What follows belongs to an exercise in optimizing a design on an open flow for small area; a production flow would make more cautious choices.
In this exercise RTL edits were held to simulation tests only and were not proved equivalent to the original.
Power and IR drop assume default switching activity.

## oak
==> flow/design.v (excerpt) <==
module coproc_lane_alu #(
    parameter int WIDTH  = 144,
    parameter int LANE_W = 8,
    parameter int DEPTH  = 4
) (
    input  logic                     clk,
    input  logic                     rst,
    input  logic [WIDTH-1:0]         din,
    input  logic                     din_valid,
    output logic                     din_ready,
    input  logic [2:0]               mode,
    input  logic [$clog2(DEPTH)-1:0] tap,
    input  logic                     clear,
    output logic [WIDTH-1:0]         dout,
    output logic                     dout_valid,
    input  logic                     dout_ready,
    output logic [15:0]              count
);
    localparam int LANES = WIDTH / LANE_W;
    logic [WIDTH-1:0] r_hist [0:DEPTH-1];
    logic [WIDTH-1:0] r_acc;
    logic [WIDTH-1:0] r_dout;
    logic [DEPTH-1:0] r_hv;           
    logic             r_av;           
    logic             r_dout_valid;
    logic [15:0]      r_count;
    logic             w_accept;
    logic             m_delay, m_add, m_sub, m_xor, m_acc;
    logic [WIDTH-1:0] w_a, w_b;
    logic [WIDTH-1:0] w_result;
    assign din_ready  = !r_dout_valid || dout_ready;
    assign w_accept   = din_valid && din_ready;
    assign dout       = r_dout;
    assign dout_valid = r_dout_valid;
    assign count      = r_count;
    assign m_delay = (mode == 3'd1);
  ...
For scale: about 2900 cells after synthesis, ~320 I/O pins, roughly 0.039 sq mm of cells after synthesis.
export LEC_CHECK = 0
export CAP_MARGIN = 20
export CORE_MARGIN = 2
export CORE_UTILIZATION = 55
export SETUP_SLACK_MARGIN = 0.1
export SLEW_MARGIN = 20
create_clock -name core_clock -period 3.5 [get_ports {clk}]
standard.sh (not shown) runs the stock make flow with config.mk's settings and CLKGATE_MAP_FILE= SYNTH_SCRIPT=/design/flow/synth_recipe.tcl, a recipe that flattens the netlist after the stock synthesis.
==> flow/flow/run.sh <==
#!/bin/bash
set -euo pipefail
export BUFFER_PORTS_ARGS="-buffer_cell sky130_fd_sc_hd__buf_1"
bash standard.sh > flow_make.log 2>&1
### oak -> pine
Settings: a change of CORE_UTILIZATION from 55 to 40; an added CTS_BUF_LIST of sky130_fd_sc_hd__clkbuf_4.
Setup WNS oak -> pine: better
oak → pine: power lost about 0.7%; final critical path time including I/O delays and setup fell by 68 ps; routed length on met2 moved up; standard cell core area up about 40%.
Going from oak to pine, maximum frequency higher; largest stage delay on the critical path up 80 ps.
Of the two values seen for category of the critical setup timing path, in2reg was produced by pine and reg2reg by oak.
--- input diff pine..birch ---
Settings: swapping 0.1 for 0.05 in SETUP_SLACK_MARGIN; clearing CTS_BUF_LIST, which used to be sky130_fd_sc_hd__clkbuf_4; swapping 40 for 55 in CORE_UTILIZATION; putting GPL_TIMING_DRIVEN at 0 where nothing was set; putting CTS_CLUSTER_DIAMETER at 100 where nothing was set; putting CTS_CLUSTER_SIZE at 20 where nothing was set.
==> flow/flow/run.sh <==
#!/bin/bash
set -euo pipefail
export BUFFER_PORTS_ARGS="-buffer_cell sky130_fd_sc_hd__buf_1"
export PRE_GLOBAL_PLACE_TCL="$(pwd)/flow/pre_gpl.tcl"
bash standard.sh > flow_make.log 2>&1
==> flow/flow/pre_gpl.tcl (new file) <==
# Drop synthesis's buffers; repair_design after placement buffers what needs it.
remove_buffers
r_acc[69] as the critical path capture point was reported by birch, and r_acc[135] by pine. From pine to birch the numbers moved as follows: clock period minus worst slack increased by 130 ps relative to the old numbers; hold slack decreased by 170 ps relative to the old numbers. birch has clock power below what pine had.
The following lists how maple was set up differently from birch:
Settings: SETUP_SLACK_MARGIN: 0.05 -> 0.1; CORE_UTILIZATION: 55 -> 65.
- For initial antenna violation count, dividing the value from maple by the value from birch gives 0.875.
- maple against birch: final worst-path setup slack increased by 67 ps relative to the old numbers; power share of the clock group decreased by 0.5 points relative to the old numbers; layout clock buffer count decreased by 4.8% relative to the old numbers; ratio of final minimum period to clock period decreased by 1.9 points relative to the old numbers.
- In maple, the sequential share of layout area came out 0.32 points above the value in birch.
- Summary of maple over birch: routed wire length down 3.7%, total global-route track usage up 3.7 points, power in the clock group down about 2%.
Setup changes, maple to cedar
Settings: changing CORE_UTILIZATION from 65 to 55.
==> run notes <==
- Delta (cedar minus maple): detailed placement HPWL picked up an extra 2300 microns, post-CTS setup-driven buffer insertion count picked up an extra 2, layout net count picked up an extra 10, worst stage delay on the critical path lost 210 ps.

-- static timing again, ports no longer ideal --
The results above use ideal ports. As a check the final layouts listed here were re-extracted and re-timed, cells and wires unchanged. Step 1 assumes that a clkbuf_16 drives the clock port and a buf_2 every other input. Step 2 times the ports against the registers' clock, not the clock port: input delays grow and output delays shrink by t, the midpoint of the rising clock arrivals with the driver on. Slacks: no drivers / after step 1 / after step 2; pairs: no drivers / after step 1.
run	shift t [ns]	slack for setup (ns)	hold slack, ns	latest minus earliest clock arrival (ns)	worst data-port slew with drivers (ns)
oak	0.711	0.161 / 0.161 / -0.481	0.016 / -0.032 / 0.441	0.026 / 0.026	0.13
pine	1.146	0.229 / 0.250 / -0.868	0.194 / 0.149 / 0.397	0.096 / 0.096	0.12
birch	0.694	0.095 / 0.139 / -0.554	0.022 / -0.026 / 0.448	0.024 / 0.023	0.12
maple	0.698	0.162 / 0.170 / -0.502	0.018 / -0.030 / 0.449	0.032 / 0.032	0.14
cedar	0.687	0.137 / 0.150 / -0.509	0.031 / -0.010 / 0.442	0.032 / 0.032	0.13
Met with ideal ports but missed after step 2: setup timing in every run listed. The setup slack of pine, which loses most, moves by +0.021 ns with the drivers and by -1.097 ns with both steps.
